Background: an optimization exercise with open tools, aiming at small area, a short achievable clock period and few clock cycles. Do not read the settings as production practice. Function was checked by simulation only, so behaviour that the tests miss may differ from the original. Power figures rest on the tool's default switching activity, not on a simulated workload.

**config.mk**
```make
export PLATFORM = sky130hd
export DESIGN_NAME = rhythm_slot_regularity_tracker_unit
export DESIGN_NICKNAME = rhythm_slot_regularity_tracker_unit
export VERILOG_FILES = /design/flow/design.v
export SDC_FILE = /design/flow/constraint.sdc
export NUM_CORES = 4
export LEC_CHECK = 0
export CAP_MARGIN = 20
export CORE_MARGIN = 2
export CORE_UTILIZATION = 40
export SLEW_MARGIN = 20
```
**constraint.sdc**
```tcl
create_clock -name core_clock -period 10.0 [get_ports {aclk}]
set_input_delay 2.0000 -clock core_clock [delete_from_list [all_inputs] [get_ports {aclk}]]
set_output_delay 2.0000 -clock core_clock [all_outputs]
set_load 0.01 [all_outputs]
```
**design.v**
```verilog
`timescale 1ns / 1ps
`default_nettype none
package rsrt_pkg;
    localparam int SLOT_COUNT = 16;
    localparam int COUNT_BITS = 8;
    localparam int SLOT_W     = $clog2(SLOT_COUNT);
    localparam int SUM_W      = COUNT_BITS + SLOT_W;
    localparam int CNT_W      = SLOT_W + 1;
    localparam int NUM_W      = SUM_W + 1;
    localparam int DEN_W      = CNT_W + 1;
    localparam int DCNT_W     = $clog2(NUM_W + 1);
    localparam int ADD_W      = COUNT_BITS + 9;
    localparam int PROD_W     = 16 + COUNT_BITS;
    localparam int CFG_IDX_W  = 1;
    localparam logic [1:0] REQ_ADD    = 2'd0;
    localparam logic [1:0] REQ_CLEAR  = 2'd1;
    localparam logic [1:0] REQ_SMOOTH = 2'd2;
    localparam logic [1:0] REQ_STEP   = 2'd3;
    localparam logic [1:0] CASE_NONE   = 2'd0;
    localparam logic [1:0] CASE_EMPTY  = 2'd1;
    localparam logic [1:0] CASE_HIT    = 2'd2;
    localparam logic [1:0] CASE_MISSED = 2'd3;
    localparam logic [CFG_IDX_W-1:0] CFG_ACTIVATION = 1'd0;
    localparam logic [CFG_IDX_W-1:0] CFG_RATIO      = 1'd1;
    typedef struct packed {
        logic [1:0] req_type;
        logic [3:0] slot_index;
        logic [7:0] hit_amount;
    } rsrt_in_t;
    typedef struct packed {
        logic [7:0]  smoothed_mean;
        logic [7:0]  raw_mean;
        logic        entry_dismissed;
        logic        is_active;
        logic [15:0] regularity_score;
        logic [1:0]  step_case;
    } rsrt_out_t;
    typedef struct packed {
        logic load;
        logic exec;
        logic sweep1;
        logic sweep2;
        logic div_load;
        logic div_second;
        logic div_step;
        logic fin_raw;
        logic fin_mean;
        logic out_load;
    } rsrt_cmd_t;
    typedef struct packed {
        logic       last;
        logic       div_done;
        logic [1:0] req_type;
    } rsrt_status_t;
endpackage
`default_nettype wire
`timescale 1ns / 1ps
`default_nettype none
module rhythm_slot_regularity_tracker_unit (
    input  wire logic                 aclk,
    input  wire logic                 aresetn,
    input  wire logic                 s_valid,
    output logic                      s_ready,
    input  rsrt_pkg::rsrt_in_t             s_data,
    output logic                      m_valid,
    input  wire logic                 m_ready,
    output rsrt_pkg::rsrt_out_t                 m_data,
    input  wire logic                 cfg_valid,
    output logic                      cfg_ready,
    input  wire logic [rsrt_pkg::CFG_IDX_W-1:0] cfg_index,
    input  wire logic [15:0]          cfg_data
);
    localparam logic [1:0] T_ADD    = 2'd0;
    localparam logic [1:0] T_CLEAR  = 2'd1;
    localparam logic [1:0] T_SMOOTH = 2'd2;
    localparam logic [1:0] T_STEP   = 2'd3;
    localparam logic [2:0] SM_IDLE = 3'd0;
    localparam logic [2:0] SM_MUL  = 3'd1;
    localparam logic [2:0] SM_K    = 3'd2;
    localparam logic [2:0] SM_SW   = 3'd3;
    localparam logic [2:0] SM_2    = 3'd4;
    localparam logic [2:0] SM_3    = 3'd5;
    localparam logic [2:0] SM_4    = 3'd6;
    localparam logic [2:0] SM_5    = 3'd7;
    assign cfg_ready = 1'b1;
    logic [7:0]  hist [16];
    logic [7:0]  refr [16];
    logic [7:0]  mean_r;
    logic [15:0] score_r;
    logic [7:0]  act_r;
    logic [15:0] lim_r;
    logic        rq_v;
    logic [1:0]  rq_t;
    logic [3:0]  rq_i;
    logic [7:0]  rq_a;
    logic        srdy_r;
    logic        mv_r;
    logic [35:0] out_r;
    logic        sk_v;
    logic        sk_smo;
    logic [1:0]  sk_case;
    logic [7:0]  pk_r;
    logic [7:0]  lv_r;
    logic [6:0]  p3q_r;
    logic        p3c_r;
    logic        prev_add;
    logic [2:0]  sm_st;
    logic [2:0]  cnt_r;
    logic [15:0] acc_r;
    logic [11:0] csa_r, csb_r;
    logic [4:0]  cn_r;
    logic        dis_r;
    logic [7:0]  raw_r;
    logic [1:0]  p1q_r;
    logic [9:0]  p1r_r;
    logic [4:0]  p1n_r;
    logic [6:0]  p1n3_r;
    logic [5:0]  p2q_r;
    logic [5:0]  p2r_r;
    logic [4:0]  p2n_r;
    logic [6:0]  p2n3_r;
    assign s_ready = srdy_r;
    assign m_valid = mv_r;
    assign m_data  = out_r;
    function automatic logic lt_cin(input logic [7:0] a, input logic [7:0] b,
                                    input logic cin);
        logic c;
        c = cin;
        for (int k = 0; k < 8; k++)
            c = (~a[k] & b[k]) | (~a[k] & c) | (b[k] & c);
        lt_cin = c;
    endfunction
    function automatic logic [5:0] r4(input logic [5:0] x, input logic [4:0] n,
                                      input logic [6:0] n3);
        logic [6:0] s1, s2, s3;
        s1 = {1'b0, x} - {2'b0, n};
        s2 = {1'b0, x} - {1'b0, n, 1'b0};
        s3 = {1'b0, x} - n3;
        if (!s3[6])      r4 = {2'd3, s3[3:0]};
        else if (!s2[6]) r4 = {2'd2, s2[3:0]};
        else if (!s1[6]) r4 = {2'd1, s1[3:0]};
        else             r4 = {2'd0, x[3:0]};
    endfunction
    logic        is_add, is_clr, is_smo, is_stp;
    logic        lim_small;
    logic        low_mean;
    logic        exec_done;
    logic [7:0]  rd_h, rd_r;
    logic [8:0]  add_s;
    logic [7:0]  add_v;
    logic        add_ex, clr_ex, stp_ex;
    logic [15:0] score_inc, score_dec, score_nx;
    logic [1:0]  case_nx;
    logic        sm_run;
    logic        k_cyc, sw_cyc;
    logic        kill2;
    logic [15:0] kill, nz;
    logic [7:0]  bus;
    assign is_add = rq_t == T_ADD;
    assign is_clr = rq_t == T_CLEAR;
    assign is_smo = rq_t == T_SMOOTH;
    assign is_stp = rq_t == T_STEP;
    assign lim_small = lim_r[15:8] == 8'd0;
    assign low_mean  = mean_r < act_r;
    assign exec_done = rq_v && !sk_v && (!is_smo || sm_st == SM_5);
    assign add_ex    = exec_done && is_add;
    assign clr_ex    = exec_done && is_clr;
    assign stp_ex    = exec_done && is_stp;
    assign rd_h  = hist[rq_i];
    assign rd_r  = refr[rq_i];
    assign add_s = {1'b0, rd_h} + {1'b0, rq_a};
    assign add_v = add_s[8] ? 8'hFF : add_s[7:0];
    assign score_inc = (score_r == 16'hFFFF) ? score_r : score_r + 16'd1;
    assign score_dec = (score_r == 16'h0000) ? score_r : score_r - 16'd1;
    always_comb begin
        score_nx = score_r;
        case_nx  = 2'd0;
        if (is_stp && !low_mean) begin
            if (rd_h == 8'd0 && rd_r == 8'd0) begin
                score_nx = score_inc;
                case_nx  = 2'd1;
            end else if (rd_h > rd_r) begin
                score_nx = score_inc;
                case_nx  = 2'd2;
            end else if (rd_h != 8'd0) begin
                score_nx = score_dec;
                case_nx  = 2'd3;
            end
        end
    end
    assign sm_run = rq_v && is_smo;
    assign k_cyc  = sm_run && ((sm_st == SM_IDLE && !sk_v && !prev_add && !lim_small) ||
                               sm_st == SM_K);
    assign sw_cyc = sm_run && sm_st == SM_SW;
    assign kill2  = (rd_h != 8'd0) && (rd_h > acc_r[15:8]);
    always_comb begin
        for (int i = 0; i < 16; i++) begin
            nz[i]   = hist[i] != 8'd0;
            kill[i] = lt_cin(hist[i], {1'b0, p3q_r}, p3c_r);
        end
    end
    assign bus = (add_ex && aresetn) ? add_v : 8'd0;
    logic [11:0] tsa, tsb;
    logic [4:0]  tcnt;
    always_comb begin
        logic [11:0] w  [16];
        logic [11:0] l1 [11];
        logic [11:0] l2 [8];
        logic [11:0] l3 [6];
        logic [11:0] l4 [4];
        logic [11:0] l5 [3];
        for (int i = 0; i < 16; i++) w[i] = {4'd0, hist[i]};
        for (int j = 0; j < 5; j++) begin
            l1[2*j]   = w[3*j] ^ w[3*j+1] ^ w[3*j+2];
            l1[2*j+1] = ((w[3*j] & w[3*j+1]) | (w[3*j] & w[3*j+2]) |
                         (w[3*j+1] & w[3*j+2])) << 1;
        end
        l1[10] = w[15];
        for (int j = 0; j < 3; j++) begin
            l2[2*j]   = l1[3*j] ^ l1[3*j+1] ^ l1[3*j+2];
            l2[2*j+1] = ((l1[3*j] & l1[3*j+1]) | (l1[3*j] & l1[3*j+2]) |
                         (l1[3*j+1] & l1[3*j+2])) << 1;
        end
        l2[6] = l1[9];
        l2[7] = l1[10];
        for (int j = 0; j < 2; j++) begin
            l3[2*j]   = l2[3*j] ^ l2[3*j+1] ^ l2[3*j+2];
            l3[2*j+1] = ((l2[3*j] & l2[3*j+1]) | (l2[3*j] & l2[3*j+2]) |
                         (l2[3*j+1] & l2[3*j+2])) << 1;
        end
        l3[4] = l2[6];
        l3[5] = l2[7];
        for (int j = 0; j < 2; j++) begin
            l4[2*j]   = l3[3*j] ^ l3[3*j+1] ^ l3[3*j+2];
            l4[2*j+1] = ((l3[3*j] & l3[3*j+1]) | (l3[3*j] & l3[3*j+2]) |
                         (l3[3*j+1] & l3[3*j+2])) << 1;
        end
        l5[0] = l4[0] ^ l4[1] ^ l4[2];
        l5[1] = ((l4[0] & l4[1]) | (l4[0] & l4[2]) | (l4[1] & l4[2])) << 1;
        l5[2] = l4[3];
        tsa   = l5[0] ^ l5[1] ^ l5[2];
        tsb   = ((l5[0] & l5[1]) | (l5[0] & l5[2]) | (l5[1] & l5[2])) << 1;
        tcnt  = 5'd0;
        for (int i = 0; i < 16; i++) tcnt = tcnt + {4'd0, nz[i]};
    end
    logic [7:0] peak_eff;
    logic [6:0] p3q_nx;
    logic       p3c_nx;
    assign peak_eff = (lv_r > pk_r) ? lv_r : pk_r;
    always_comb begin
        logic [1:0] r;
        logic [2:0] v;
        logic [7:0] q;
        r = 2'd0;
        for (int i = 7; i >= 0; i--) begin
            v    = {r, peak_eff[i]};
            q[i] = v >= 3'd3;
            r    = q[i] ? 2'(v - 3'd3) : v[1:0];
        end
        p3q_nx = q[6:0];
        p3c_nx = r != 2'd0;
    end
    logic [11:0] d1_s;
    logic [6:0]  d1_n3;
    logic [5:0]  d1_o;
    assign d1_s  = csa_r + csb_r;
    assign d1_n3 = {2'b0, cn_r} + {1'b0, cn_r, 1'b0};
    assign d1_o  = r4(d1_s[11:6], cn_r, d1_n3);
    logic [5:0] d2_a, d2_b;
    assign d2_a = r4(p1r_r[9:4], p1n_r, p1n3_r);
    assign d2_b = r4({d2_a[3:0], p1r_r[3:2]}, p1n_r, p1n3_r);
    logic [5:0] d3_o;
    logic [7:0] d3_q;
    logic       d3_nz, d3_rnd;
    logic [7:0] raw_nx, mean_nx;
    logic       act_nx;
    assign d3_o    = r4(p2r_r, p2n_r, p2n3_r);
    assign d3_q    = {p2q_r, d3_o[5:4]};
    assign d3_nz   = p2n_r != 5'd0;
    assign d3_rnd  = {d3_o[3:0], 1'b0} >= p2n_r;
    assign raw_nx  = d3_nz ? d3_q : 8'd0;
    assign mean_nx = d3_nz ? d3_q + {7'd0, d3_rnd} : 8'd0;
    assign act_nx  = d3_nz && ((d3_q > act_r) || (d3_rnd && d3_q == act_r));
    logic [35:0] res;
    always_comb begin
        if (sk_v)
            res = {mean_r, sk_smo ? raw_r : 8'd0, sk_smo && dis_r, mean_r > act_r,
                   score_r, sk_case};
        else if (is_smo)
            res = {mean_nx, raw_r, dis_r, act_nx, score_r, 2'd0};
        else
            res = {mean_r, 8'd0, 1'b0, mean_r > act_r, score_nx, case_nx};
    end
    logic accept, out_free, rq_v_n, sk_v_n, single_n;
    logic [2:0] sm_st_n;
    assign accept   = s_valid && srdy_r;
    assign out_free = !mv_r || m_ready;
    assign rq_v_n   = accept || (rq_v && !exec_done);
    assign sk_v_n   = sk_v ? !out_free : (exec_done && !out_free);
    always_comb begin
        sm_st_n = sm_st;
        if (sm_run) begin
            unique case (sm_st)
                SM_IDLE: if (!sk_v && !prev_add) sm_st_n = lim_small ? SM_MUL : SM_2;
                SM_MUL:  if (cnt_r == 3'd7) sm_st_n = SM_K;
                SM_K:    sm_st_n = SM_SW;
                SM_SW:   if (rq_i == 4'd15) sm_st_n = SM_2;
                SM_2:    sm_st_n = SM_3;
                SM_3:    sm_st_n = SM_4;
                SM_4:    sm_st_n = SM_5;
                SM_5:    if (!sk_v) sm_st_n = SM_IDLE;
                default: sm_st_n = SM_IDLE;
            endcase
        end
    end
    always_comb begin
        if (accept) single_n = s_data.req_type != T_SMOOTH;
        else        single_n = !is_smo || sm_st_n == SM_5;
    end
    always_ff @(posedge aclk) begin
        if (!aresetn) begin
            rq_v     <= 1'b0;
            srdy_r   <= 1'b1;
            mv_r     <= 1'b0;
            sk_v     <= 1'b0;
            sm_st    <= SM_IDLE;
            prev_add <= 1'b0;
        end else begin
            rq_v     <= rq_v_n;
            srdy_r   <= !rq_v_n || (!sk_v_n && single_n);
            sk_v     <= sk_v_n;
            mv_r     <= sk_v || exec_done || (mv_r && !m_ready);
            sm_st    <= sm_st_n;
            prev_add <= add_ex;
        end
    end
    always_ff @(posedge aclk) begin
        if (accept) begin
            rq_t <= s_data.req_type;
            rq_a <= s_data.hit_amount;
            rq_i <= (s_data.req_type == T_STEP) ? s_data.slot_index - 4'd1
                                                : s_data.slot_index;
        end else if (k_cyc || sw_cyc) begin
            rq_i <= k_cyc ? 4'd0 : rq_i + 4'd1;
        end
        if (out_free && (sk_v || exec_done)) out_r <= res;
        if (!sk_v && exec_done && !out_free) begin
            sk_smo  <= is_smo;
            sk_case <= case_nx;
        end
    end
    always_ff @(posedge aclk) begin
        for (int i = 0; i < 16; i++) begin
            if (!aresetn || clr_ex || (k_cyc && kill[i]) ||
                ((add_ex || (sw_cyc && kill2)) && rq_i == 4'(i)))
                hist[i] <= bus;
        end
        if (!aresetn) begin
            for (int i = 0; i < 16; i++) refr[i] <= 8'd0;
            mean_r  <= 8'd0;
            score_r <= 16'd0;
            act_r   <= 8'd4;
            lim_r   <= 16'hFFFF;
        end else begin
            if (cfg_valid) begin
                if (cfg_index == 1'b0) act_r <= cfg_data[7:0];
                else                   lim_r <= cfg_data;
            end
            for (int i = 0; i < 16; i++) begin
                if (stp_ex && (low_mean ? (rq_i == 4'(i - 1)) : (rq_i == 4'(i))))
                    refr[i] <= hist[i];
            end
            if (stp_ex) score_r <= score_nx;
            if (exec_done && is_smo) mean_r <= mean_nx;
        end
    end
    always_ff @(posedge aclk) begin
        if (!aresetn || clr_ex) begin
            pk_r  <= 8'd0;
            lv_r  <= 8'd0;
            p3q_r <= 7'd0;
            p3c_r <= 1'b0;
        end else begin
            pk_r  <= (k_cyc && lim_small) ? 8'd0 : peak_eff;
            lv_r  <= add_ex ? add_v : (sw_cyc && !kill2) ? rd_h : 8'd0;
            p3q_r <= p3q_nx;
            p3c_r <= p3c_nx;
        end
    end
    always_ff @(posedge aclk) begin
        if (sm_run) begin
            if (sm_st == SM_IDLE) begin
                cnt_r <= 3'd0;
                acc_r <= 16'd0;
            end
            if (sm_st == SM_MUL) begin
                cnt_r <= cnt_r + 3'd1;
                acc_r <= {acc_r[14:0], 1'b0} + (lim_r[3'd7 - cnt_r] ? {8'd0, pk_r} : 16'd0);
            end
            if (k_cyc || sm_st == SM_2) begin
                csa_r <= tsa;
                csb_r <= tsb;
                cn_r  <= tcnt;
            end
            if (k_cyc)  dis_r <= |(kill & nz);
            if (sw_cyc && kill2) dis_r <= 1'b1;
            if (sm_st == SM_2 || sm_st == SM_3) begin
                p1q_r  <= d1_o[5:4];
                p1r_r  <= {d1_o[3:0], d1_s[5:0]};
                p1n_r  <= cn_r;
                p1n3_r <= d1_n3;
            end
            if (sm_st == SM_3 || sm_st == SM_4) begin
                p2q_r  <= {p1q_r, d2_a[5:4], d2_b[5:4]};
                p2r_r  <= {d2_b[3:0], p1r_r[1:0]};
                p2n_r  <= p1n_r;
                p2n3_r <= p1n3_r;
            end
            if (sm_st == SM_4) raw_r <= raw_nx;
        end
    end
endmodule
`default_nettype wire
```
**run.sh**
```bash
#!/bin/bash
# synth_recipe.tcl (not shown) runs the flow's synth.tcl, then flattens the netlist and writes it again
# the make line also repeats each setting of config.mk as NAME=value (left out here)
make -C /OpenROAD-flow-scripts/flow DESIGN_CONFIG=/design/flow/config.mk WORK_HOME=/design/flow/orfs CLKGATE_MAP_FILE= SYNTH_SCRIPT=/design/flow/synth_recipe.tcl finish
```
==> results of run 1 <==
[cells in the mapped netlist, drive strengths merged (36+ instances only)]
cell      n
nor2    329
inv     296
edfxtp  281
dfxtp   208
nand2   201
ha      169
a21oi   141
mux2i   139
fa      133
o21ai    94
clkbuf   93
nand3    87
xnor2    59
a22oi    48
maj3     48
nor3     43
buf      38
nor2b    38
a21o     36
nand2b   36
[layout by cell type, fill, tap and decap left out, types with 18 or more instances in the layout]
cell and n:
o21a_1 19, o21ai_0 85, o31ai_1 18, a221oi_1 30
xnor2_1 59, edfxtp_1 281, and2_1 33, dfxtp_1 208
nor4_1 18, nor3_1 42, clkbuf_16 55, fa_1 133
nand4_1 20, a22oi_1 48, maj3_1 44, ha_1 165
a222oi_1 23, inv_1 293, mux2i_1 139, clkdlybuf4s50_1 73
xor2_1 27, a31oi_1 20, a21oi_1 139, a21o_1 36
o22ai_1 22, nor2b_1 37, nand3_1 87, nor2_1 313
nand2_1 201, nand2b_1 36, buf_4 43, or4_1 24
a211oi_1 21
[worst max-delay path: cells and delay by family (launching register included)]
kind	cells	cell delay (ns)
compound gates	12	2.67
simple gates	12	2.37
fa+ha+maj	7	2.00
flops	1	0.41
buf+inv	2	0.18
xor+xnor	1	0.16
[kinds of logic after synthesis]
| family | Yosys count | share of synthesized area, % |
|---|---|---|
| AO/OA/AOI/OAI | 595 | 13.5 |
| AND/OR/NAND/NOR | 894 | 13.9 |
| flip-flops | 489 | 41.7 |
| XOR/XNOR | 86 | 2.49 |
| other | 1 | 0.0124 |
| multiplexers | 155 | 5.46 |
| adder cells (fa/ha/maj) | 350 | 17.4 |
| buffers and inverters | 430 | 5.51 |
[how the worst max path moves through the flow]
stage	endpoint	slack [ns]
floorplan	p3c_r	3.08
global placement	p3c_r	2.57
detailed placement	p3c_r	2.20
CTS	p3c_r	2.14
global route	p3c_r	1.32
finish	p3c_r	2.08
[flip-flops by register name, indices dropped and copies added (netlist names), 5 cells and up]
| name | count |
|---|---|
| acc_r | 16 |
| act_r | 8 |
| cn_r | 5 |
| csa_r | 11 |
| csb_r | 10 |
| hist | 128 |
| lim_r | 16 |
| lv_r | 8 |
| mean_r | 8 |
| out_r | 36 |
| p1n3_r | 7 |
| p1r_r | 10 |
| p2n3_r | 7 |
| p2q_r | 6 |
| p2r_r | 6 |
| p3q_r | 7 |
| pk_r | 8 |
| raw_r | 8 |
| refr | 128 |
| rq_a | 8 |
| score_r | 16 |
[metrics by stage]
stage / setup slack (ns) / cells / hold slack [ns] / util [%] / cell area, µm²
2_1_floorplan: 3.08 / 3000 / 0.400 / - / 30200
3_3_place_gp: 2.57 / 3953 / 0.405 / 42.9 / 32000
3_5_place_dp: 2.20 / 3954 / 0.405 / 42.9 / 32000
4_1_cts: 2.14 / 4058 / 0.417 / 45.6 / 34000
5_1_grt: 1.32 / 4059 / 0.421 / 45.6 / 34000
6_report: 2.08 / 4059 / 0.417 / 45.6 / 34000
[report_power, final]
part,internal [mW],switching (mW)
clock,1.31,0.906
sequential,2.37,0.144
combinational,1.06,1.60
total,4.73,2.65
[per-layer routing]
metal,global-route usage [%],share of wire (%),vias up
met2,40.4,44,1146
li1,-,-,10800
met5,0,0.013,-
met4,12.5,5.2,2
met3,5.57,9.0,244
met1,35.9,42,11900
[cell type report]
cell class                 instances  area share, %
tap                              969           3.56
clock buffer                      59           4.12
timing repair buffer             117           3.18
sequential                       489           37.0
inverter                         299           3.30
clock inverter                    45           1.69
multi-input combinational       2081           47.1
==> flow_summary.toml, run 1 <==
[synthesis]
syn_area_um2 = 30200
yosys_warnings = 9
yosysUniqueCellTypes = 87
async_flop_share_pct = 0
ys_ff_latch = 489
syn_area_per_cell_um2 = 10.1
yosysTopAreaCell = "edfxtp_1"
ys.flop_type = "edfxtp_1"
synth_edf_count = 281
synth-seq-area-share_pct = 41.7
synth_fp_nets = 3338
synth_top_area_share_pct = 27.9
postSynthCellCount = 3000
ys_top_cells_by_area = "edfxtp_1 (28%), dfxtp_1 (14%), fa_1 (8.8%), ha_1 (7.0%), mux2i_1 (4.6%)"

[global_route]
grt_max_degree = 86
grt_antenna_before_repair = 2
grt_pass1_wl_mm = 155
grt_pass1_vias = 23800
grt.overflow.total = 0
grt.total_usage_pct = 26.5

[hold_path]
min_from = "csa_r[0]"
hold_depth = 0
whs_endpoint = "p1r_r[0]"
holdCritPathClass = "reg -> reg"

[routing]
routed_via_density = 5.92
drtPass1Iterations = 7
wl_mm = 104
drc = 0
wl_per_cell_um = 25.5
ant_nets = 0
vias = 24000
first_iter_violations = 2840

[floorplan]
dieHeight_um = 279
row_count = 100
coreArea_um2 = 74600
io_pins = 75
die-width_um = 279
initial_core_util_pct = 40.5
fp.dieArea_um2 = 77800

[layout]
diodes = 0
multi_input_area_um2 = 16000
regArea_um2 = 12600
drive_gt1_share_pct = 6.86
nNetsFinal = 3381
syn2layout_area_growth_pct = 12.6
n_fill_cell = 6912

[clock_tree]
post_cts_resized = 0
cts_setup_buffers = 0
cts-root-buf = "clkbuf_16"
htreeDepth = 2
cts_tree = "done"
path_clk_slew_ns = 0.06
numCtsBuffers = 55
cts_hold_buf = 0
clock_path_buffers = 3
clock-sinks = 489
clkLatencyLatePin_ns = 0.65

[sta]
slew_headroom_pct = 19.2
max_freq_mhz = 126
hold_viol_final = 0
min_period_over_period_pct = 79.2
slew_violations = 0
rsz0062_at_grt = "no"
setup_tns_ns = 0
tightest_slew_ns = 1.21
min_period_ns = 7.92
finClkSkew_ns = 0.0298
finalSetupViolCount = 0

[critical_path]
crit_arrival_ns = 8.43
cp-startpoint = "pk_r[6]"
worstPathMaxFanout = 10
start_kind = "flip-flop"
r2r_slack_ns = 2.08
critPathCaptureType = "flip-flop"
path_common_cell = "ha_1"
cpMaxStageDelayCell = "nor4b_2"
rr_endpoint = "p3c_r"
crit_type = "reg -> reg"
critPathRequiredTime_ns = 10.51
r2r-start = "pk_r[6]"
rr_worst_depth = 34
cp_slowest_stage_delay_ns = 0.57

[power]
p_leak_nw = 13.2
peakVddDrop_mv = 0.164
power_mw = 7.39
powerDensity_nw_per_um2 = 217

[run]
cap_violations = 0

[outcome]
outcome = "timing/DRC/antenna clean"

[placement]
gp_congestion = 0.988
io_buffer_count = 73
dpl.hpwl_mm = 75.6
Testbench counts, summed over its fixed seeds: cycles 24,785.
==> inputs of run 2 (changes only) <==
--- a/design.v
+++ b/design.v
@@ -92,5 +92,5 @@
     logic        rq_v;
     logic [1:0]  rq_t;
-    logic [3:0]  rq_i;
+    logic [15:0] rq_o;
     logic [7:0]  rq_a;
     logic        srdy_r;
@@ -131,14 +131,34 @@
         lt_cin = c;
     endfunction
+    function automatic logic [4:0] pc16(input logic [15:0] v);
+        logic [1:0] a [8];
+        logic [2:0] b [4];
+        logic [3:0] c [2];
+        for (int k = 0; k < 8; k++) a[k] = {1'b0, v[2*k]} + {1'b0, v[2*k+1]};
+        for (int k = 0; k < 4; k++) b[k] = {1'b0, a[2*k]} + {1'b0, a[2*k+1]};
+        for (int k = 0; k < 2; k++) c[k] = {1'b0, b[2*k]} + {1'b0, b[2*k+1]};
+        pc16 = {1'b0, c[0]} + {1'b0, c[1]};
+    endfunction
+    function automatic logic ge6(input logic [5:0] a, input logic [5:0] b);
+        logic c;
+        c = 1'b0;
+        for (int k = 0; k < 6; k++)
+            c = (~a[k] & b[k]) | (~a[k] & c) | (b[k] & c);
+        ge6 = ~c;
+    endfunction
     function automatic logic [5:0] r4(input logic [5:0] x, input logic [4:0] n,
                                       input logic [6:0] n3);
-        logic [6:0] s1, s2, s3;
-        s1 = {1'b0, x} - {2'b0, n};
-        s2 = {1'b0, x} - {1'b0, n, 1'b0};
-        s3 = {1'b0, x} - n3;
-        if (!s3[6])      r4 = {2'd3, s3[3:0]};
-        else if (!s2[6]) r4 = {2'd2, s2[3:0]};
-        else if (!s1[6]) r4 = {2'd1, s1[3:0]};
-        else             r4 = {2'd0, x[3:0]};
+        logic g1, g2, g3;
+        logic [3:0] c1, c2, c3;
+        g1 = ge6(x, {1'b0, n});
+        g2 = ge6(x, {n, 1'b0});
+        g3 = ge6(x, n3[5:0]);
+        c1 = x[3:0] - n[3:0];
+        c2 = x[3:0] - {n[2:0], 1'b0};
+        c3 = x[3:0] - n3[3:0];
+        if (g3)      r4 = {2'd3, c3};
+        else if (g2) r4 = {2'd2, c2};
+        else if (g1) r4 = {2'd1, c1};
+        else         r4 = {2'd0, x[3:0]};
     endfunction
     logic        is_add, is_clr, is_smo, is_stp;
@@ -167,26 +187,25 @@
     assign clr_ex    = exec_done && is_clr;
     assign stp_ex    = exec_done && is_stp;
-    assign rd_h  = hist[rq_i];
-    assign rd_r  = refr[rq_i];
+    always_comb begin
+        rd_h = 8'd0;
+        rd_r = 8'd0;
+        for (int i = 0; i < 16; i++) begin
+            rd_h = rd_h | (hist[i] & {8{rq_o[i]}});
+            rd_r = rd_r | (refr[i] & {8{rq_o[i]}});
+        end
+    end
     assign add_s = {1'b0, rd_h} + {1'b0, rq_a};
     assign add_v = add_s[8] ? 8'hFF : add_s[7:0];
     assign score_inc = (score_r == 16'hFFFF) ? score_r : score_r + 16'd1;
     assign score_dec = (score_r == 16'h0000) ? score_r : score_r - 16'd1;
-    always_comb begin
-        score_nx = score_r;
-        case_nx  = 2'd0;
-        if (is_stp && !low_mean) begin
-            if (rd_h == 8'd0 && rd_r == 8'd0) begin
-                score_nx = score_inc;
-                case_nx  = 2'd1;
-            end else if (rd_h > rd_r) begin
-                score_nx = score_inc;
-                case_nx  = 2'd2;
-            end else if (rd_h != 8'd0) begin
-                score_nx = score_dec;
-                case_nx  = 2'd3;
-            end
-        end
-    end
+    logic st_act, st_e, st_g, st_nz, st_inc, st_dec;
+    assign st_act   = is_stp && !low_mean;
+    assign st_nz    = rd_h != 8'd0;
+    assign st_e     = !st_nz && rd_r == 8'd0;
+    assign st_g     = rd_h > rd_r;
+    assign st_inc   = st_act && (st_e || st_g);
+    assign st_dec   = st_act && st_nz && !st_g;
+    assign case_nx  = {st_act && st_nz, st_act && (st_e || (st_nz && !st_g))};
+    assign score_nx = st_inc ? score_inc : st_dec ? score_dec : score_r;
     assign sm_run = rq_v && is_smo;
     assign k_cyc  = sm_run && ((sm_st == SM_IDLE && !sk_v && !prev_add && !lim_small) ||
@@ -197,5 +216,5 @@
         for (int i = 0; i < 16; i++) begin
             nz[i]   = hist[i] != 8'd0;
-            kill[i] = lt_cin(hist[i], {1'b0, p3q_r}, p3c_r);
+            kill[i] = {1'b0, hist[i]} < {2'b0, p3q_r} + {8'd0, p3c_r};
         end
     end
@@ -241,6 +260,5 @@
         tsa   = l5[0] ^ l5[1] ^ l5[2];
         tsb   = ((l5[0] & l5[1]) | (l5[0] & l5[2]) | (l5[1] & l5[2])) << 1;
-        tcnt  = 5'd0;
-        for (int i = 0; i < 16; i++) tcnt = tcnt + {4'd0, nz[i]};
+        tcnt  = pc16(nz);
     end
     logic [7:0] peak_eff;
@@ -249,15 +267,18 @@
     assign peak_eff = (lv_r > pk_r) ? lv_r : pk_r;
     always_comb begin
-        logic [1:0] r;
-        logic [2:0] v;
+        logic r1, r0, b, n1, n0;
         logic [7:0] q;
-        r = 2'd0;
+        r1 = 1'b0;
+        r0 = 1'b0;
         for (int i = 7; i >= 0; i--) begin
-            v    = {r, peak_eff[i]};
-            q[i] = v >= 3'd3;
-            r    = q[i] ? 2'(v - 3'd3) : v[1:0];
+            b    = peak_eff[i];
+            q[i] = r1 | (r0 & b);
+            n1   = (r0 & ~b) | (r1 & b);
+            n0   = (~r1 & ~r0 & b) | (r1 & ~b);
+            r1   = n1;
+            r0   = n0;
         end
         p3q_nx = q[6:0];
-        p3c_nx = r != 2'd0;
+        p3c_nx = r1 | r0;
     end
     logic [11:0] d1_s;
@@ -273,5 +294,6 @@
     logic [7:0] d3_q;
     logic       d3_nz, d3_rnd;
-    logic [7:0] raw_nx, mean_nx;
+    logic [7:0] raw_nx;
+    logic [7:0] mean_nx;
     logic       act_nx;
     assign d3_o    = r4(p2r_r, p2n_r, p2n3_r);
@@ -280,6 +302,16 @@
     assign d3_rnd  = {d3_o[3:0], 1'b0} >= p2n_r;
     assign raw_nx  = d3_nz ? d3_q : 8'd0;
-    assign mean_nx = d3_nz ? d3_q + {7'd0, d3_rnd} : 8'd0;
-    assign act_nx  = d3_nz && ((d3_q > act_r) || (d3_rnd && d3_q == act_r));
+    logic [5:0] p2q_inc;
+    logic       hi_gt, hi_eq;
+    assign p2q_inc = p2q_r + 6'd1;
+    assign hi_gt   = p2q_r > act_r[7:2];
+    assign hi_eq   = p2q_r == act_r[7:2];
+    always_comb begin
+        logic [7:0] qi;
+        qi      = (d3_o[5:4] == 2'd3) ? {p2q_inc, 2'd0} : {p2q_r, d3_o[5:4] + 2'd1};
+        mean_nx = !d3_nz ? 8'd0 : d3_rnd ? qi : d3_q;
+        act_nx  = d3_nz && (hi_gt || (hi_eq && ((d3_o[5:4] > act_r[1:0]) ||
+                                                (d3_rnd && d3_o[5:4] == act_r[1:0]))));
+    end
     logic [35:0] res;
     always_comb begin
@@ -305,5 +337,5 @@
                 SM_MUL:  if (cnt_r == 3'd7) sm_st_n = SM_K;
                 SM_K:    sm_st_n = SM_SW;
-                SM_SW:   if (rq_i == 4'd15) sm_st_n = SM_2;
+                SM_SW:   if (rq_o[15]) sm_st_n = SM_2;
                 SM_2:    sm_st_n = SM_3;
                 SM_3:    sm_st_n = SM_4;
@@ -339,8 +371,8 @@
             rq_t <= s_data.req_type;
             rq_a <= s_data.hit_amount;
-            rq_i <= (s_data.req_type == T_STEP) ? s_data.slot_index - 4'd1
-                                                : s_data.slot_index;
+            rq_o <= 16'd1 << ((s_data.req_type == T_STEP) ? s_data.slot_index - 4'd1
+                                                         : s_data.slot_index);
         end else if (k_cyc || sw_cyc) begin
-            rq_i <= k_cyc ? 4'd0 : rq_i + 4'd1;
+            rq_o <= k_cyc ? 16'd1 : {rq_o[14:0], rq_o[15]};
         end
         if (out_free && (sk_v || exec_done)) out_r <= res;
@@ -353,5 +385,5 @@
         for (int i = 0; i < 16; i++) begin
             if (!aresetn || clr_ex || (k_cyc && kill[i]) ||
-                ((add_ex || (sw_cyc && kill2)) && rq_i == 4'(i)))
+                ((add_ex || (sw_cyc && kill2)) && rq_o[i]))
                 hist[i] <= bus;
         end
@@ -368,5 +400,5 @@
             end
             for (int i = 0; i < 16; i++) begin
-                if (stp_ex && (low_mean ? (rq_i == 4'(i - 1)) : (rq_i == 4'(i))))
+                if (stp_ex && (low_mean ? rq_o[(i + 15) % 16] : rq_o[i]))
                     refr[i] <= hist[i];
             end
==> flow_summary.toml, run 2 <==
[floorplan]
initial_core_util_pct = 40.4
dieHeight_um = 283
io_pins = 75
die-width_um = 283
fp.dieArea_um2 = 80300
coreArea_um2 = 77300
row_count = 102

[critical_path]
critPathCaptureType = "flip-flop"
r2r_slack_ns = 4.79
crit_arrival_ns = 5.45
start_kind = "flip-flop"
worstPathMaxFanout = 20
critPathRequiredTime_ns = 10.24
r2r-start = "rq_o[6]"
rr_endpoint = "hist[6][1]"
crit_type = "reg -> reg"
rr_worst_depth = 16

[clock_tree]
post_cts_resized = 0
htreeDepth = 2
numCtsBuffers = 56
clkLatencyLatePin_ns = 0.63
clock-sinks = 499
cts-root-buf = "clkbuf_16"
cts_tree = "done"
path_clk_slew_ns = 0.06
cts_setup_buffers = 0
cts_hold_buf = 0
clock_path_buffers = 3

[sta]
min_period_ns = 5.21
min_period_over_period_pct = 52.1
finalSetupViolCount = 0
tightest_slew_ns = 1.15
max_freq_mhz = 192
rsz0062_at_grt = "no"
hold_viol_final = 0
setup_tns_ns = 0
worst_slack_ns = 4.79
slew_violations = 0
slew_headroom_pct = 22.9
finClkSkew_ns = 0.0206

[synthesis]
yosys.area_share.simple_pct = 12.8
syn_area_um2 = 31200
postSynthCellCount = 2977
synth-xor-area-share_pct = 2.50
synth.most_common_cell = "nor2_1"
synth_mux_area_share_pct = 5.86
syn_area_per_cell_um2 = 10.5
synth_top_family_by_area = "adder cells"
yosys_warnings = 12
synth_adder_area_share_pct = 19.9
async_flop_share_pct = 0
synth_top_area_share_pct = 28.0
synth_fp_nets = 3422
ys_ff_latch = 499
synth-seq-area-share_pct = 41.3
synth_compound_area_share_pct = 13.0
yosysTopAreaCell = "edfxtp_1"
yosysUniqueCellTypes = 90
ys.flop_type = "edfxtp_1"
synth_edf_count = 291
synth_common_cells = "nor2_1 (320), edfxtp_1 (291), ha_1 (276)"
ys_top_cells_by_area = "edfxtp_1 (28%), dfxtp_1 (13%), ha_1 (11%), fa_1 (8.5%), mux2i_1 (5.4%)"

[layout]
top_regs = "hist: 128 flops, refr: 128 flops, out_r: 36 flops"
drive_gt1_share_pct = 6.56
layout_common_cells = "nor2_1 (307), edfxtp_1 (291), ha_1 (276), inv_1 (269), dfxtp_1 (208)"
n_fill_cell = 7265
syn2layout_area_growth_pct = 12.8
multi_input_area_um2 = 16900
layout_commonest_cell = "nor2_1"
nNetsFinal = 3506
regArea_um2 = 12900

[outcome]
outcome = "timing/DRC/antenna clean"

[placement]
io_buffer_count = 73
gp_congestion = 0.997
place_ws_ns = 4.93
dpl.hpwl_mm = 76.0

[global_route]
grt_pass1_wl_mm = 155
grt_antenna_before_repair = 9
grt_max_degree = 83
grt.total_usage_pct = 25.6
grt_pass1_vias = 23700
grt.overflow.total = 0

[routing]
ant_nets = 0
drtPass1Iterations = 6
first_iter_violations = 2509
wl_mm = 104
routed_via_density = 5.76
drc = 0
vias = 23900
wl_per_cell_um = 25.1

[hold_path]
whs_endpoint = "p2q_r[4]"
hold_depth = 0
holdCritPathClass = "reg -> reg"
min_from = "p1q_r[0]"

[power]
p_leak_nw = 13.9
powerDensity_nw_per_um2 = 198
peakVddDrop_mv = 0.155

[run]
cap_violations = 0
## run 2: critical path: stages, from the launching register on
cell	delay, ns
edfxtp_1	0.80
a22o_1	0.39
a221oi_1	0.21
and4_1	0.34
inv_1	0.15
ha_1	0.32
nor2b_1	0.13
o21a_1	0.11
o21ai_0	0.08
nand2b_1	0.08
a21oi_1	0.06
or2_2	0.27
a221oi_1	0.32
nand2_1	0.20
nand2_1	0.71
a21oi_1	0.19
o21ai_0	0.44
## run 2: worst max path at each step
| stage | from | end | slack, ns | cells past startpoint |
|---|---|---|---|---|
| after floorplan | pk_r[1] | p3c_r | 5.58 | 19 |
| after global placement | aresetn | pk_r[5] | 5.00 | 7 |
| after detailed placement | aresetn | pk_r[2] | 4.93 | 7 |
| after CTS | rq_o[6] | hist[10][7] | 4.93 | 16 |
| after global routing | p2r_r[1] | mean_r[7] | 4.45 | 22 |
| final | rq_o[6] | hist[6][1] | 4.79 | 16 |
## run 2: cell families (layout without fill, tap and decap cells)
family / Yosys count / after routing
muxes: 178 / 178
DFF: 499 / 499
adders and majority gates: 417 / 417
buffers and inverters: 362 / 494
and+or+nand+nor: 841 / 841
xor gates and xnor gates: 89 / 89
other: 1 / 3
AOI/OAI and AO/OA: 590 / 590
## run 2: where the power goes
group          switching, mW  total, mW  internal [mW]  leakage, nW
registers              0.187       2.61           2.42         4.55
clock network          0.901       2.18           1.28        0.977
logic                   1.26       2.18          0.925         8.41
## run 2: per-layer routing
metal  up-vias  global-route usage [%]  part of all wire (%)
li1      10800                       -                     -
met1     11700                    33.9                    41
met2      1090                    39.8                    44
met3       266                    5.96                   9.4
met4        10                    11.6                   5.1
met5         -                   0.952                  0.15
## run 2: final cells by class
class                      count  area share [%]
multi-input combinational   2116            48.1
sequential                   499            36.7
clock buffer                  83            5.03
tap                         1040            3.70
timing repair buffer         118            3.04
inverter                     270            2.89
clock inverter                23           0.604
antenna                        2          0.0142
## run 2: stage by stage
step | area, µm² | hold WS, ns | total power, mW | utilization [%] | std cells
global route | 35200 | 0.432 | 7.45 | 45.5 | 4149
floorplan | 31200 | 0.400 | 4.20 | - | 2977
finish | 35200 | 0.426 | 6.98 | 45.5 | 4151
CTS | 35200 | 0.425 | 7.03 | 45.5 | 4148
detailed placement | 33200 | 0.412 | 4.84 | 42.9 | 4042
global placement | 33200 | 0.409 | 4.79 | 42.9 | 4042
Testbench counts of run 2, summed over its fixed seeds: cycles 24,785.
==> inputs of run 3 (changes only) <==
--- a/design.v
+++ b/design.v
@@ -104,5 +104,6 @@
     logic [6:0]  p3q_r;
     logic        p3c_r;
-    logic        prev_add;
+    logic [7:0]  pkd_r;
+    logic        p3_ok;
     logic [2:0]  sm_st;
     logic [2:0]  cnt_r;
@@ -140,4 +141,11 @@
         pc16 = {1'b0, c[0]} + {1'b0, c[1]};
     endfunction
+    function automatic logic ltm8(input logic [7:0] a, input logic [7:0] b);
+        logic c;
+        c = 1'b0;
+        for (int k = 0; k < 8; k++)
+            c = (~a[k] & b[k]) | (~a[k] & c) | (b[k] & c);
+        ltm8 = c;
+    endfunction
     function automatic logic ge6(input logic [5:0] a, input logic [5:0] b);
         logic c;
@@ -203,5 +211,5 @@
     assign st_nz    = rd_h != 8'd0;
     assign st_e     = !st_nz && rd_r == 8'd0;
-    assign st_g     = rd_h > rd_r;
+    assign st_g     = ltm8(rd_r, rd_h);
     assign st_inc   = st_act && (st_e || st_g);
     assign st_dec   = st_act && st_nz && !st_g;
@@ -209,5 +217,5 @@
     assign score_nx = st_inc ? score_inc : st_dec ? score_dec : score_r;
     assign sm_run = rq_v && is_smo;
-    assign k_cyc  = sm_run && ((sm_st == SM_IDLE && !sk_v && !prev_add && !lim_small) ||
+    assign k_cyc  = sm_run && ((sm_st == SM_IDLE && !sk_v && p3_ok && !lim_small) ||
                                sm_st == SM_K);
     assign sw_cyc = sm_run && sm_st == SM_SW;
@@ -265,5 +273,6 @@
     logic [6:0] p3q_nx;
     logic       p3c_nx;
-    assign peak_eff = (lv_r > pk_r) ? lv_r : pk_r;
+    assign peak_eff = ltm8(pk_r, lv_r) ? lv_r : pk_r;
+    assign p3_ok = peak_eff == pkd_r;
     always_comb begin
         logic r1, r0, b, n1, n0;
@@ -272,5 +281,5 @@
         r0 = 1'b0;
         for (int i = 7; i >= 0; i--) begin
-            b    = peak_eff[i];
+            b    = pk_r[i];
             q[i] = r1 | (r0 & b);
             n1   = (r0 & ~b) | (r1 & b);
@@ -300,17 +309,33 @@
     assign d3_q    = {p2q_r, d3_o[5:4]};
     assign d3_nz   = p2n_r != 5'd0;
-    assign d3_rnd  = {d3_o[3:0], 1'b0} >= p2n_r;
     assign raw_nx  = d3_nz ? d3_q : 8'd0;
     logic [5:0] p2q_inc;
     logic       hi_gt, hi_eq;
+    logic [3:0] rc [4];
+    logic [3:0] rnd_d, gt_d, ge_d;
+    logic [7:0] mq_d [4];
+    logic [7:0] mi_d [4];
     assign p2q_inc = p2q_r + 6'd1;
-    assign hi_gt   = p2q_r > act_r[7:2];
+    assign hi_gt   = ltm8({2'b0, act_r[7:2]}, {2'b0, p2q_r});
     assign hi_eq   = p2q_r == act_r[7:2];
     always_comb begin
-        logic [7:0] qi;
-        qi      = (d3_o[5:4] == 2'd3) ? {p2q_inc, 2'd0} : {p2q_r, d3_o[5:4] + 2'd1};
-        mean_nx = !d3_nz ? 8'd0 : d3_rnd ? qi : d3_q;
-        act_nx  = d3_nz && (hi_gt || (hi_eq && ((d3_o[5:4] > act_r[1:0]) ||
-                                                (d3_rnd && d3_o[5:4] == act_r[1:0]))));
+        rc[0] = p2r_r[3:0];
+        rc[1] = p2r_r[3:0] - p2n_r[3:0];
+        rc[2] = p2r_r[3:0] - {p2n_r[2:0], 1'b0};
+        rc[3] = p2r_r[3:0] - p2n3_r[3:0];
+        for (int d = 0; d < 4; d++) begin
+            rnd_d[d] = !ltm8({3'b0, rc[d], 1'b0}, {3'b0, p2n_r});
+            gt_d[d]  = hi_gt || (hi_eq && 2'(d) > act_r[1:0]);
+            ge_d[d]  = hi_gt || (hi_eq && 2'(d) >= act_r[1:0]);
+            mq_d[d]  = {p2q_r, 2'(d)};
+            mi_d[d]  = (d == 3) ? {p2q_inc, 2'd0} : {p2q_r, 2'(d + 1)};
+        end
+    end
+    always_comb begin
+        logic [1:0] d;
+        d       = d3_o[5:4];
+        d3_rnd  = rnd_d[d];
+        mean_nx = !d3_nz ? 8'd0 : d3_rnd ? mi_d[d] : mq_d[d];
+        act_nx  = d3_nz && (d3_rnd ? ge_d[d] : gt_d[d]);
     end
     logic [35:0] res;
@@ -334,5 +359,5 @@
         if (sm_run) begin
             unique case (sm_st)
-                SM_IDLE: if (!sk_v && !prev_add) sm_st_n = lim_small ? SM_MUL : SM_2;
+                SM_IDLE: if (!sk_v && p3_ok) sm_st_n = lim_small ? SM_MUL : SM_2;
                 SM_MUL:  if (cnt_r == 3'd7) sm_st_n = SM_K;
                 SM_K:    sm_st_n = SM_SW;
@@ -357,5 +382,4 @@
             sk_v     <= 1'b0;
             sm_st    <= SM_IDLE;
-            prev_add <= 1'b0;
         end else begin
             rq_v     <= rq_v_n;
@@ -364,5 +388,4 @@
             mv_r     <= sk_v || exec_done || (mv_r && !m_ready);
             sm_st    <= sm_st_n;
-            prev_add <= add_ex;
         end
     end
@@ -413,5 +436,7 @@
             p3q_r <= 7'd0;
             p3c_r <= 1'b0;
+            pkd_r <= 8'd0;
         end else begin
+            pkd_r <= pk_r;
             pk_r  <= (k_cyc && lim_small) ? 8'd0 : peak_eff;
             lv_r  <= add_ex ? add_v : (sw_cyc && !kill2) ? rd_h : 8'd0;
--- a/config.mk
+++ b/config.mk
@@ -6,6 +6,8 @@
 export NUM_CORES = 4
 export LEC_CHECK = 0
-export CAP_MARGIN = 20
+export CAP_MARGIN = 60
 export CORE_MARGIN = 2
 export CORE_UTILIZATION = 40
-export SLEW_MARGIN = 20
+export SETUP_SLACK_MARGIN = 5
+export SLEW_MARGIN = 60
+export TNS_END_PERCENT = 100
==> flow_summary.toml, run 3 <==
[layout]
drive_gt1_share_pct = 8.80
regArea_um2 = 13000
fin_util_pct = 46.0
n_fill_cell = 7336
syn2layout_area_growth_pct = 14.5
top_regs = "hist: 128 flops, refr: 128 flops, out_r: 36 flops"
multi_input_area_um2 = 17400
layout.cells.non_filler = 4224
layout_common_cells = "edfxtp_1 (291), inv_1 (276), nor2_1 (264), ha_1 (254), dfxtp_1 (211)"
nNetsFinal = 3552
layout_commonest_cell = "edfxtp_1"

[sta]
whs_ns = 0.419
slew_headroom_pct = 57.5
min_period_over_period_pct = 48.2
min_period_ns = 4.82
setup_tns_ns = 0
finClkSkew_ns = 0.0313
slew_violations = 0
worst_slack_ns = 5.18
finalSetupViolCount = 0
rsz0062_at_grt = "no"
hold_viol_final = 0
max_freq_mhz = 208
tightest_slew_ns = 0.637

[global_route]
grt_antenna_before_repair = 4
grt_max_degree = 88
grt.total_usage_pct = 24.3
grt.overflow.total = 0
grt_pass1_vias = 23200
grt_pass1_wl_mm = 149

[routing]
met3_length_mm = 10.2
vias = 24200
drtPass1Iterations = 6
wl_per_cell_um = 23.9
routedLengthMet1_mm = 41.1
ant_nets = 0
routed_via_density = 5.74
routed-wl-met2_mm = 44.3
top_layer = "met5"
wl_mm = 101
drc = 0
first_iter_violations = 2658

[critical_path]
worstPathMaxFanout = 9
rr_worst_depth = 14
start_kind = "flip-flop"
critPathRequiredTime_ns = 10.38
critPathCaptureType = "flip-flop"
crit_type = "reg -> reg"
crit_arrival_ns = 5.19

[floorplan]
die-width_um = 285
io_pins = 75
dieHeight_um = 285
row_count = 103
coreArea_um2 = 78600
initial_core_util_pct = 40.2
fp.dieArea_um2 = 81300

[synthesis]
synth_top_area_share_pct = 27.6
async_flop_share_pct = 0
ys.flop_type = "edfxtp_1"
ys_top_cells_by_area = "edfxtp_1 (28%), dfxtp_1 (14%), ha_1 (10%), fa_1 (8.4%), mux2i_1 (5.5%)"
synth.most_common_cell = "edfxtp_1"
synth_fp_nets = 3444
synth_edf_count = 291
postSynthCellCount = 3020
yosys_warnings = 15
syn_area_per_cell_um2 = 10.5
synth_common_cells = "edfxtp_1 (291), nor2_1 (285), inv_1 (277)"
synth-seq-area-share_pct = 41.2
yosysUniqueCellTypes = 91
syn_area_um2 = 31600
yosysTopAreaCell = "edfxtp_1"
ys_ff_latch = 506

[power]
clkPwrFrac_pct = 33.0
peakVddDrop_mv = 0.141
p_leak_nw = 14.2
swShare_pct = 31.8
pwr-share-comb_pct = 27.8
p_sw_mw = 2.08
internal_power_mw = 4.47
powerDensity_nw_per_um2 = 181
pwr-share-seq_pct = 39.1

[placement]
gp_congestion = 0.970
io_buffer_count = 73
place_ws_ns = 5.36
dp_cells = 4107
dpl.hpwl_mm = 73.2

[hold_path]
hold_depth = 0
holdCritPathClass = "reg -> reg"

[clock_tree]
clkLatencyLatePin_ns = 0.63
htreeDepth = 2
clock-sinks = 506
path_clk_slew_ns = 0.06
numCtsBuffers = 55
cts-root-buf = "clkbuf_16"
clock_path_buffers = 3
cts_tree = "done"

[outcome]
outcome = "timing/DRC/antenna clean"

[run]
cap_violations = 0
[run 3: layout make-up]
cell class                      instances  share of cell area [%]
Clock buffer                           74                    4.32
Tap cell                             1050                    3.63
Timing Repair Buffer                  157                    4.02
Antenna cell                            2                  0.0138
Clock inverter                         27                   0.968
Multi-Input combinational cell       2128                    48.1
Sequential cell                       506                    36.0
Inverter                              280                    2.91
[run 3: kinds of logic (layout without fill, tap and decap cells)]
logic type	after synthesis	after routing	synth area share, %
buffers and inverters	386	538	4.79
adders and majority gates	418	418	19.5
other	1	3	0.0119
AOI/OAI and AO/OA	634	634	13.9
muxes	179	179	5.76
xor gates and xnor gates	83	83	2.30
DFF	506	506	41.2
and+or+nand+nor	813	813	12.5
[run 3: final timing paths]
| path | startpoint | end | slack (ns) |
|---|---|---|---|
| worst min register to register | p1q_r[1] | p2q_r[5] | 0.42 |
| worst max-delay path | rq_o[0] | out_r[12] | 5.18 |
| worst min-delay path | p1q_r[1] | p2q_r[5] | 0.42 |
| worst max register to register | rq_o[0] | out_r[12] | 5.18 |
[run 3: stage by stage]
step           power [mW]  area (µm²)
4_1_cts              6.59       36000
5_1_grt              6.95       36200
6_report             6.55       36200
3_3_place_gp         4.35       33600
3_5_place_dp         4.42       34000
2_1_floorplan        3.83       31600
[run 3: what timing repair did]
action | CTS | global route
gates resized for setup | 0 | 2
hold buffers | 0 | 0
buffers inserted | 0 | 4
endpoints found under the setup margin | 0 | 3
[run 3: power by group through the flow]
stage          clock (mW)  sequential [mW]  combinational, mW
2_1_floorplan           0             2.52               1.32
3_5_place_dp            0             2.60               1.82
3_3_place_gp            0             2.61               1.73
5_1_grt              2.28             2.56               2.11
6_report             2.16             2.56               1.82
4_1_cts              2.20             2.56               1.83
[run 3: worst max-delay path, cell delays in order, from the launching register on]
cell and delay (ns):
edfxtp_1 0.52, buf_4 0.24, buf_4 0.18, buf_4 0.17
a22o_1 0.24, a221oi_1 0.20, nand4_1 0.45, nand4bb_1 0.37
nor4_1 0.46, and2_1 0.24, nand4b_1 0.24, and3_1 0.42
nand2_1 0.30, o22ai_1 0.24, a2bb2o_1 0.29
[run 3: layer usage]
layer / GRT usage [%] / vias up
met5: 1.10 / -
met4: 11.1 / 6
met3: 6.60 / 271
met2: 37.4 / 1209
met1: 32.0 / 11600
li1: - / 11100
Testbench counts of run 3, summed over its fixed seeds: cycles 24,427.
==> inputs of run 4 (changes only) <==
--- a/config.mk
+++ b/config.mk
@@ -6,8 +6,6 @@
 export NUM_CORES = 4
 export LEC_CHECK = 0
-export CAP_MARGIN = 60
+export CAP_MARGIN = 20
 export CORE_MARGIN = 2
 export CORE_UTILIZATION = 40
-export SETUP_SLACK_MARGIN = 5
-export SLEW_MARGIN = 60
-export TNS_END_PERCENT = 100
+export SLEW_MARGIN = 20
==> flow_summary.toml, run 4 <==
[routing]
drtPass1Iterations = 6
wl_per_cell_um = 24.0
ant_nets = 0
drc = 0
vias = 24000
wl_mm = 101
routed_via_density = 5.74
first_iter_violations = 2350

[synthesis]
ys.flop_type = "edfxtp_1"
postSynthCellCount = 3020
synth_top_area_share_pct = 27.6
ys_top_cells_by_area = "edfxtp_1 (28%), dfxtp_1 (14%), ha_1 (10%), fa_1 (8.4%), mux2i_1 (5.5%)"
synth_adder_area_share_pct = 19.5
syn_area_um2 = 31600
synth-xor-area-share_pct = 2.30
async_flop_share_pct = 0
synth-seq-area-share_pct = 41.2
ys_ff_latch = 506
synth_compound_area_share_pct = 13.9
yosys_warnings = 15
yosysUniqueCellTypes = 91
synth_fp_nets = 3444
synth_edf_count = 291
synth_top_family_by_area = "adder cells"
yosys.area_share.simple_pct = 12.5
synth_common_cells = "edfxtp_1 (291), nor2_1 (285), inv_1 (277)"
synth_mux_area_share_pct = 5.76
yosysTopAreaCell = "edfxtp_1"
synth.most_common_cell = "edfxtp_1"
syn_area_per_cell_um2 = 10.5

[floorplan]
coreArea_um2 = 78600
initial_core_util_pct = 40.2
dieHeight_um = 285
io_pins = 75
row_count = 103
fp.dieArea_um2 = 81300
die-width_um = 285

[outcome]
outcome = "timing/DRC/antenna clean"

[critical_path]
critPathRequiredTime_ns = 10.36
cp_cell_sequence = "a22o_1, a221oi_1, and4_1, a21oi_1, o2111ai_1, nand4_1, a31oi_1, and3_1, nand2_1, o22ai_1, a2bb2o_1"
crit_arrival_ns = 5.29
start_kind = "flip-flop"
cpMaxStageDelayCell = "edfxtp_1"
critical_path_buf_inv_count = 0
cpLargestDelayFamily = "compound AO/OA/AOI/OAI gates"
cp_slowest_stage_delay_ns = 0.84
crit_type = "reg -> reg"
critPathCaptureType = "flip-flop"
worstPathMaxFanout = 20

[sta]
max_freq_mhz = 203
rsz0062_at_grt = "no"
min_period_ns = 4.92
slew_violations = 0
slew_headroom_pct = 18.4
hold_viol_final = 0
min_period_over_period_pct = 49.2
finClkSkew_ns = 0.0311
setup_tns_ns = 0
worst_slack_ns = 5.08
tightest_slew_ns = 1.22
finalSetupViolCount = 0

[global_route]
grt.overflow.total = 0
grt_pass1_wl_mm = 149
grt_max_degree = 88
grt_pass1_vias = 23100
grt.total_usage_pct = 24.3
grt_antenna_before_repair = 7

[power]
peakVddDrop_mv = 0.134
powerDensity_nw_per_um2 = 181
p_leak_nw = 14.0

[clock_tree]
clock_path_buffers = 3
cts_hold_buf = 0
clock-sinks = 506
numCtsBuffers = 53
path_clk_slew_ns = 0.06
cts-root-buf = "clkbuf_16"
clkLatencyLatePin_ns = 0.63
cts_setup_buffers = 0
cts_tree = "done"
htreeDepth = 2
post_cts_resized = 0

[placement]
place_ws_ns = 5.28
dpl.hpwl_mm = 71.8
gp_congestion = 0.970
io_buffer_count = 73

[layout]
layout_commonest_cell = "edfxtp_1"
drive_gt1_share_pct = 5.97
nNetsFinal = 3513
syn2layout_area_growth_pct = 12.2
top_regs = "hist: 128 flops, refr: 128 flops, out_r: 36 flops"
layout_common_cells = "edfxtp_1 (291), inv_1 (277), nor2_1 (277), ha_1 (255), dfxtp_1 (215)"

[hold_path]
holdCritPathClass = "reg -> reg"

[run]
cap_violations = 0
==> run 4: cell counts after synthesis <==
Identical to the previous run, type by type.
==> run 4: through the flow <==
step	power, mW	cell area [µm²]	utilization (%)	hold slack [ns]	std cells
3_3_place_gp	4.35	33600	42.7	0.401	4081
5_1_grt	6.82	35500	45.1	0.427	4184
4_1_cts	6.47	35400	45.1	0.419	4182
2_1_floorplan	3.83	31600	-	0.400	3020
6_report	6.43	35500	45.1	0.418	4186
3_5_place_dp	4.39	33600	42.7	0.405	4082
==> run 4: report_power, final <==
part / internal [mW] / leakage (nW) / switching [mW]
Combinational: 0.757 / 8.47 / 1.01
Clock: 1.19 / 0.882 / 0.892
Sequential: 2.41 / 4.60 / 0.172
==> run 4: final cells by class <==
type / count / area, µm²
well taps: 1050 / 1310
repair buffers: 120 / 1090
multi-input cells: 2128 / 17200
inverters: 280 / 1050
fillers: 7393 / 43100
flip-flops and latches: 506 / 13000
diodes: 2 / 5.00
clock inverters: 34 / 340
clock buffers: 66 / 1480
==> run 4: cells by family after synthesis <==
logic type	Yosys count
other	1
muxes	179
adders and majority gates	418
AOI/OAI and AO/OA	634
and+or+nand+nor	813
xor gates and xnor gates	83
DFF	506
buffers and inverters	386
==> run 4: path summary, 6_finish.rpt <==
check,startpoint,endpoint,cells past startpoint,slack (ns)
max,rq_o[1],out_r[12],11,5.08
min reg2reg,p1r_r[0],p2r_r[0],0,0.42
max reg2reg,rq_o[1],out_r[12],11,5.08
min,p1r_r[0],p2r_r[0],0,0.42
==> run 4: routing by layer <==
layer  part of all wire, %  global-route usage, %  vias to the layer above
met2                    44                   37.5                     1184
met3                   9.9                   6.58                      286
met1                    41                   31.7                    11600
met4                   5.0                   11.1                       10
li1                      -                      -                    11000
met5                 0.083                      0                        -

[re-timing with driven ports]
Ports are ideal in the flow. The routed layouts listed here were re-timed in OpenROAD. Step 1: set_driving_cell puts a clkbuf_16 on aclk and a buf_2 on each other input, an assumption about the parent block. Step 2 adds t to the input delays and takes it off the output delays; t is the mean of the earliest and latest rising clock arrival at the registers after step 1. Input paths then give back, and output paths get back, about the clock's delay inside the block. Slacks: ideal / step 1 / step 2; pairs: ideal / step 1.
| run | shift t [ns] | setup WS [ns] | latest minus earliest clock arrival (ns) | pins driven straight from the clock port |
|---|---|---|---|---|
| run 1 | 0.695 | 2.078 / 2.078 / 2.078 | 0.031 / 0.031 | 1 |
| run 2 | 0.686 | 4.794 / 4.794 / 4.794 | 0.020 / 0.021 | 1 |
| run 3 | 0.677 | 5.184 / 5.184 / 5.184 | 0.031 / 0.031 | 1 |
| run 4 | 0.677 | 5.079 / 5.079 / 5.079 | 0.032 / 0.032 | 1 |
After both steps every run listed still meets setup and hold.
